This is an optimization exercise on Yosys and OpenROAD, whose aim is small area, a short achievable clock period and few clock cycles per item, not a production implementation.
The RTL of this run was laid out without a check of its function.
Power figures rest on the tool's default switching activity, not on a simulated workload.

$ cat run.sh
#!/bin/bash
# synth_recipe.tcl (not shown) runs the flow's synth.tcl, then flattens the netlist and writes it again
# the make line also repeats each setting of config.mk as NAME=value (left out here)
make -C /OpenROAD-flow-scripts/flow DESIGN_CONFIG=/design/flow/config.mk WORK_HOME=/design/flow/orfs CLKGATE_MAP_FILE= SYNTH_SCRIPT=/design/flow/synth_recipe.tcl finish
$ cat config.mk
export PLATFORM = sky130hd
export DESIGN_NAME = indexed_ordered_list_engine
export DESIGN_NICKNAME = indexed_ordered_list_engine
export VERILOG_FILES = /design/flow/design.v
export SDC_FILE = /design/flow/constraint.sdc
export NUM_CORES = 4
export LEC_CHECK = 0
export CAP_MARGIN = 20
export CORE_MARGIN = 2
export CORE_UTILIZATION = 25
export PLACE_DENSITY = 0.35
export SLEW_MARGIN = 20
$ cat constraint.sdc
create_clock -name core_clock -period 10.0 [get_ports {clk}]
set_input_delay 2.0000 -clock core_clock [delete_from_list [all_inputs] [get_ports {clk}]]
set_output_delay 2.0000 -clock core_clock [all_outputs]
set_load 0.01 [all_outputs]
$ cat design.v
`default_nettype none
package iole_pkg;
	localparam int CAPACITY = 64;
	localparam int DATA_W   = 32;
	localparam int OP_W     = 4;
	localparam int POS_W    = 7;
	localparam int FPOS_W   = 6;
	localparam int CNT_W    = 7;
	localparam int IDX_W    = $clog2(CAPACITY);
	localparam int IN_BITS  = OP_W + POS_W + DATA_W;
	localparam int IN_W     = ((IN_BITS + 7) / 8) * 8;
	localparam int OUT_BITS = 1 + DATA_W + 1 + FPOS_W + CNT_W + 1;
	localparam int OUT_W    = ((OUT_BITS + 7) / 8) * 8;
	typedef enum logic [OP_W-1:0] {
		OP_PUSH_FRONT = 4'd0,
		OP_PUSH_BACK  = 4'd1,
		OP_INSERT     = 4'd2,
		OP_POP_FRONT  = 4'd3,
		OP_POP_BACK   = 4'd4,
		OP_REMOVE     = 4'd5,
		OP_UPDATE     = 4'd6,
		OP_GET        = 4'd7,
		OP_SEARCH     = 4'd8,
		OP_CLEAR      = 4'd9
	} iole_op_t;
	typedef struct packed {
		logic take_left;    
		logic take_right;   
		logic load;         
		logic pick;         
	} iole_cell_ctl_t;
endpackage
`default_nettype wire
`default_nettype none
import iole_pkg::*;
module iole_cell (
	input  wire                            clk,
	input  iole_pkg::iole_cell_ctl_t       ctl,
	input  wire  [iole_pkg::DATA_W-1:0]    left_value,
	input  wire  [iole_pkg::DATA_W-1:0]    right_value,
	input  wire  [iole_pkg::DATA_W-1:0]    key,
	output logic [iole_pkg::DATA_W-1:0]    value,
	output logic                           match,
	output logic [iole_pkg::DATA_W-1:0]    pick_value
);
	logic [DATA_W-1:0] value_q;
	logic              match_q;
	logic [DATA_W-1:0] pick_q;
	always_ff @(posedge clk) begin
		priority if (ctl.take_left) begin
			value_q <= left_value;
		end else if (ctl.take_right) begin
			value_q <= right_value;
		end else if (ctl.load) begin
			value_q <= key;
		end
		match_q <= (value_q == key);
		pick_q  <= ctl.pick ? value_q : '0;
	end
	assign value      = value_q;
	assign match      = match_q;
	assign pick_value = pick_q;
endmodule
`default_nettype wire
`default_nettype none
import iole_pkg::*;
module indexed_ordered_list_engine (
	input  wire                         clk,
	input  wire                         arst_n,
	input  wire                         s_tvalid,
	output logic                        s_tready,
	input  wire  [iole_pkg::IN_W-1:0]   s_tdata,    
	output logic                        m_tvalid,
	input  wire                         m_tready,
	output logic [iole_pkg::OUT_W-1:0]  m_tdata     
);
	typedef enum logic [1:0] {
		ST_IDLE,
		ST_EXEC,
		ST_RESOLVE
	} state_t;
	typedef enum logic [1:0] {
		MODE_NONE,
		MODE_INS,    
		MODE_WR,     
		MODE_DEL     
	} mode_t;
	state_t             state_q;
	logic [OP_W-1:0]    op_q;
	logic [POS_W-1:0]   pos_q;
	logic [DATA_W-1:0]  val_q;
	logic [CNT_W-1:0]   count_q;
	logic               ok_q;
	logic               search_q;
	logic               m_valid_q;
	logic [OUT_W-1:0]   out_data_q;
	logic               ex_ok;
	mode_t              ex_mode;
	logic [POS_W-1:0]   ex_pos;
	logic [CNT_W-1:0]   ex_count;
	logic               ex_get;
	logic               run;
	logic               full;
	logic               empty;
	logic               in_range;
	logic               ins_range;
	logic [DATA_W-1:0]  cell_value [CAPACITY];
	logic [DATA_W-1:0]  cell_pick  [CAPACITY];
	logic [CAPACITY-1:0] cell_match;
	logic [CAPACITY-1:0] live;
	logic [CAPACITY-1:0] hit;
	logic [CAPACITY-1:0] first_hit;
	logic [IDX_W-1:0]    hit_idx;
	logic [DATA_W-1:0]   rd_value;
	logic                found;
	logic [FPOS_W-1:0]   found_pos;
	logic                out_free;
	assign full      = (count_q == CNT_W'(CAPACITY));
	assign empty     = (count_q == '0);
	assign in_range  = (CNT_W'(pos_q) < count_q);
	assign ins_range = (CNT_W'(pos_q) <= count_q);
	always_comb begin
		ex_ok    = 1'b0;
		ex_mode  = MODE_NONE;
		ex_pos   = pos_q;
		ex_count = count_q;
		ex_get   = 1'b0;
		unique case (op_q)
			OP_PUSH_FRONT: begin
				ex_ok   = !full;
				ex_mode = MODE_INS;
				ex_pos  = '0;
				if (ex_ok) ex_count = count_q + 1'b1;
			end
			OP_PUSH_BACK: begin
				ex_ok   = !full;
				ex_mode = MODE_WR;
				ex_pos  = POS_W'(count_q);
				if (ex_ok) ex_count = count_q + 1'b1;
			end
			OP_INSERT: begin
				ex_ok   = !full && ins_range;
				ex_mode = MODE_INS;
				if (ex_ok) ex_count = count_q + 1'b1;
			end
			OP_POP_FRONT: begin
				ex_ok   = !empty;
				ex_mode = MODE_DEL;
				ex_pos  = '0;
				if (ex_ok) ex_count = count_q - 1'b1;
			end
			OP_POP_BACK: begin
				ex_ok = !empty;
				if (ex_ok) ex_count = count_q - 1'b1;
			end
			OP_REMOVE: begin
				ex_ok   = in_range;
				ex_mode = MODE_DEL;
				if (ex_ok) ex_count = count_q - 1'b1;
			end
			OP_UPDATE: begin
				ex_ok   = in_range;
				ex_mode = MODE_WR;
			end
			OP_GET: begin
				ex_ok  = in_range;
				ex_get = in_range;
			end
			OP_SEARCH: begin
				ex_ok = 1'b1;
			end
			OP_CLEAR: begin
				ex_ok    = 1'b1;
				ex_count = '0;
			end
			default: begin
				ex_ok = 1'b0;
			end
		endcase
	end
	assign run = (state_q == ST_EXEC) && ex_ok;
	for (genvar i = 0; i < CAPACITY; i++) begin : g_cell
		logic [DATA_W-1:0] left_v;
		logic [DATA_W-1:0] right_v;
		iole_pkg::iole_cell_ctl_t cell_ctl;
		always_comb begin
			cell_ctl.take_left  = run && (ex_mode == MODE_INS) && (POS_W'(i) > ex_pos);
			cell_ctl.take_right = run && (ex_mode == MODE_DEL) && (POS_W'(i) >= ex_pos);
			cell_ctl.load       = run && ((ex_mode == MODE_INS) || (ex_mode == MODE_WR))
			                         && (POS_W'(i) == ex_pos);
			cell_ctl.pick       = ((state_q == ST_EXEC) || (state_q == ST_RESOLVE))
			                         && ex_get && (POS_W'(i) == pos_q);
		end
		if (i == 0) begin : g_first
			assign left_v = '0;
		end else begin : g_mid_l
			assign left_v = cell_value[i-1];
		end
		if (i == CAPACITY - 1) begin : g_last
			assign right_v = '0;
		end else begin : g_mid_r
			assign right_v = cell_value[i+1];
		end
		iole_cell u_cell (
			.clk         (clk),
			.ctl         (cell_ctl),
			.left_value  (left_v),
			.right_value (right_v),
			.key         (val_q),
			.value       (cell_value[i]),
			.match       (cell_match[i]),
			.pick_value  (cell_pick[i])
		);
		assign live[i] = (CNT_W'(i) < count_q);
	end
	assign hit       = cell_match & live;
	assign first_hit = hit & (~hit + 1'b1);
	always_comb begin
		hit_idx  = '0;
		rd_value = '0;
		for (int i = 0; i < CAPACITY; i++) begin
			if (first_hit[i]) hit_idx = hit_idx | IDX_W'(i);
			rd_value = rd_value | cell_pick[i];
		end
	end
	assign found     = search_q && (hit != '0);
	assign found_pos = found ? FPOS_W'(hit_idx) : '0;
	assign out_free  = !m_valid_q || m_tready;
	always_ff @(posedge clk or negedge arst_n) begin
		if (!arst_n) begin
			state_q   <= ST_IDLE;
			count_q   <= '0;
			m_valid_q <= 1'b0;
		end else begin
			if ((state_q == ST_RESOLVE) && out_free) begin
				m_valid_q <= 1'b1;
			end else if (m_tready) begin
				m_valid_q <= 1'b0;
			end
			unique case (state_q)
				ST_IDLE: begin
					if (s_tvalid) state_q <= ST_EXEC;
				end
				ST_EXEC: begin
					count_q <= ex_count;
					state_q <= ST_RESOLVE;
				end
				ST_RESOLVE: begin
					if (out_free) begin
						state_q <= ST_IDLE;
					end
				end
				default: begin
					state_q <= ST_IDLE;
				end
			endcase
		end
	end
	always_ff @(posedge clk) begin
		if (s_tvalid && s_tready) begin
			op_q  <= s_tdata[OP_W-1:0];
			pos_q <= s_tdata[OP_W +: POS_W];
			val_q <= s_tdata[OP_W+POS_W +: DATA_W];
		end
		if (state_q == ST_EXEC) begin
			ok_q     <= ex_ok;
			search_q <= (op_q == OP_SEARCH);
		end
		if ((state_q == ST_RESOLVE) && out_free) begin
			out_data_q <= OUT_W'({(count_q == '0), count_q, found_pos, found, rd_value, ok_q});
		end
	end
	assign s_tready = (state_q == ST_IDLE);
	assign m_tvalid = m_valid_q;
	assign m_tdata  = out_data_q;
endmodule
`default_nettype wire
==> run summary <==
clock latency (worst-skew pair) 1180 ps; mux share of post-synthesis cell area 5.76%; crit path DAT 7490 ps; actual slew at the worst max-slew pin 1380 ps; routed vias approximately 160k; fin cells 30,100; number of fill cells 81,500; top cells by count, synth 2,480 x nand2_1, 2,144 x dfxtp_1, 2,109 x edfxtp_1; CTS tree yes; global-route wire length before repair 1,500,000 µm; Final TNS setup 0 ps; DRT iter0 DRCs 20,500; post-layout instance area 229,000 µm²; crit end category register; skew final 106 ps; post-synth top area cell edfxtp_1; antenna violations before repair approximately 170; slew margin rel. 7.07%; min-delay worst type reg -> reg; Setup crit start kind register; combinational power share 17.7%; Cells after Synth 19,200; Inst Count DP 28,800; DRT Wirelength 1,170,000 µm; syn avg cell area 10.1 µm²; HPWL after DPL between 800,000 and 900,000 µm; count leader, synth nand2_1; fin crit share 68.6%; I/O Buffers 96; Adder-Cell Fraction of Synth Area less than 1%; share of cells above drive strength 1 9.78%; Sw Share 32.1%; fraction of power consumed by sequential logic 41.0%; unrepaired setup endpoints after global routing no; postcts setup bufs 0; Post-Place Setup Slack 3500 ps; CTS Buf Count 543; sw power 15.8 mW; top cells by area, synth edfxtp_1 32%, dfxtp_1 22%, xor2_1 9.2%; CP Class reg -> reg; Initial Util about a quarter; total internal power 33.3 mW; compound-gate portion of the synthesized area 7.50%; mapped cell area approximately 190,000 µm²; ys flop type dfxtp_1; fmax 146 MHz; Std-Cell Rows approximately 320; flops & latches, synth 4,263; Core Area 778,000 µm²; I/O pin cnt 102; maximum VDD drop 196 µV; Netlist cell types 98; Worst-path clk slew 70 ps; Clock Power Share between 40% and 50%; area fraction of the dominant cell type after synthesis between 30% and 40%; YS warnings 4; Cell Pwr Density 214 nW/µm²; # DRC 0; xor and xnor area share after synthesis 9.21%; Final setup viols 0; max_cap viols 0; Post-Syn Nets 19,300; Synth Area in Simple Gates about a fifth; Vias per Instance approximately 5.2; WP data required 10,630 ps; Final nets 19,200; setup ws final 3140 ps; htree depth 6; Pleak 87.4 nW; Register-to-Register Path Depth 13; Min-Delay Path Depth 0; Tmin final 6860 ps; pin count of the biggest net entering global routing 69; remaining global-route overflow 0; Reg2Reg Setup Slack approximately 3100 ps; Area after DPL 210,000 µm²; average wire per standard cell 38.7 µm; CP max FO 65; Antenna Nets Post-Route 0; Pre-antenna DRT Iters 8; endpoints failing hold 0; hold_buf cts 0; Die Height slightly below 900 µm; asr flop ratio synth 0.235%; Die Wd 887 µm; Pins Over Slew Limit 0; vias in the first global route 146,000; Root Buffer clkbuf_16; sequential share of the synthesized area about 55%; largest family of logic cells by synthesized area simple AND/OR/NAND/NOR gates; Placer Congestion around 0.95; die area 787,000 µm²; gr usage total around 28%; post-CTS sizing 0; area delta synth->final 17.6%; status complete, no violations; Num Clock Sinks 4,263; CTS Buffer Depth 4; WHS 433 ps; Post-synth EDFFs 2,109
-- power by group through the flow --
stage	Sequential [mW]	Combinational, mW	Clock, mW
floorplan	19.9	4.67	0
global placement	20.5	8.40	0
detailed placement	20.5	8.47	0
CTS	20.1	8.50	20.5
global route	20.1	9.02	21.1
finish	20.1	8.69	20.3
-- layer usage --
| layer | track usage, % | up-vias | wire (µm) |
|---|---|---|---|
| li1 | - | 66900 | - |
| met1 | 39.0 | 80500 | 510000 |
| met2 | 42.9 | 7277 | 504000 |
| met3 | 5.90 | 1589 | 91200 |
| met4 | 12.9 | 46 | 61300 |
| met5 | 0 | - | 331 |
-- layout make-up --
class / instances / area (µm²) / area share [%]
Antenna cell: 284 / 711 / 0.310
Clock buffer: 825 / 16100 / 7.04
Clock inverter: 178 / 1820 / 0.795
Inverter: 39 / 146 / 0.0639
Multi-Input combinational cell: 13500 / 84400 / 36.8
Sequential cell: 4263 / 107000 / 46.5
Tap cell: 10300 / 12800 / 5.61
Timing Repair Buffer: 784 / 6650 / 2.90
-- worst paths after layout --
| kind | from | end |
|---|---|---|
| hold reg to reg | ok_q$_DFFE_PN_ | out_data_q[0]$_DFFE_PP_ |
| setup / recovery | count_q[1]$_DFFE_PN0P_ | g_cell[46].u_cell.value_q[31]$_DFFE_PP_ |
| hold / removal | ok_q$_DFFE_PN_ | out_data_q[0]$_DFFE_PP_ |
| min in group asynchronous | arst_n | count_q[3]$_DFFE_PN0P_ |
| max in group asynchronous | arst_n | count_q[6]$_DFFE_PN0P_ |
| setup reg to reg | count_q[1]$_DFFE_PN0P_ | g_cell[46].u_cell.value_q[31]$_DFFE_PP_ |
-- placed cells by master, fill, tap and decap left out, drive strengths merged, types with 8 or more instances in the layout --
master         instances
nand2               2484
dfxtp               2144
edfxtp              2109
and2                2077
xor2                2048
nor2                1596
mux2i               1120
nor4                1047
o21ai                825
clkbuf               825
a31oi                774
a21oi                735
buf                  688
diode                284
nand4                277
clkinv               125
clkdlybuf4s50         96
inv                   70
o211ai                56
nand3                 46
or3                   44
or4                   38
a2bb2oi               33
nor3                  30
or2                   23
ha                    16
bufinv                15
o221ai                15
o21a                  14
a21o                  14
o311ai                13
o31ai                 12
a211oi                11
dfrtp                 10
o2111ai               10
and3                   9
o22ai                  8
nor4b                  8
-- logic make-up (layout without fill, tap and decap cells) --
group           count (synthesis)  after routing
flops                        4263           4263
other cells                     0            284
simple gates                 7718           7718
fa+ha+maj                      16             16
compound gates               2566           2566
xor+xnor                     2050           2050
mux                          1121           1121
buf+inv                      1505           1826
-- registers in the layout (all words and copies together), names as in the netlist, 2 cells and up --
| signal | cells |
|---|---|
| g_cell.u_cell.pick_q | 2048 |
| g_cell.u_cell.match_q | 64 |
| out_data_q | 48 |
| op_q | 4 |
| val_q | 32 |
| state_q | 2 |
| pos_q | 7 |
| count_q | 7 |
| g_cell.u_cell.value_q | 2048 |
-- through the flow --
step	util [%]	power, mW
2_1_floorplan	-	24.6
3_3_place_gp	27.1	28.9
3_5_place_dp	27.1	28.9
4_1_cts	29.4	49.1
5_1_grt	29.4	50.3
6_report	29.5	49.1
-- critical path, stage by stage (launching register included) --
cell,delay (ps)
dfrtp_1,370
buf_4,290
inv_1,240
ha_1,280
or4b_1,510
nor3_1,840
o32ai_1,420
or2_0,490
o21ai_4,520
buf_4,370
nor3_2,80
buf_4,310
a41oi_1,770
nand2_2,710

re-timing with driven ports:
No port has a modelled driver above. Below, the same layout with a new extraction and two added sets of constraints.
Step 1: set_driving_cell puts a clkbuf_16 on clk and a buf_2 on each other input, an assumption about the parent block.
Step 2, shift: input delay + t, output delay - t, t = (earliest + latest rising clock arrival at the registers) / 2. This alone moves slack from input paths to output paths.
a / b / c = no drivers / after step 1 / after step 2; a / b = the first two.
shift t [ns]: 1.284
setup slack, ns: 3.138 / 3.138 / 3.138
hold slack, ns: 0.433 / 0.433 / 0.433
After both steps this run still meets setup and hold. The setup slack of this run moves by 0.000 ns with the drivers and by 0.000 ns with both steps.
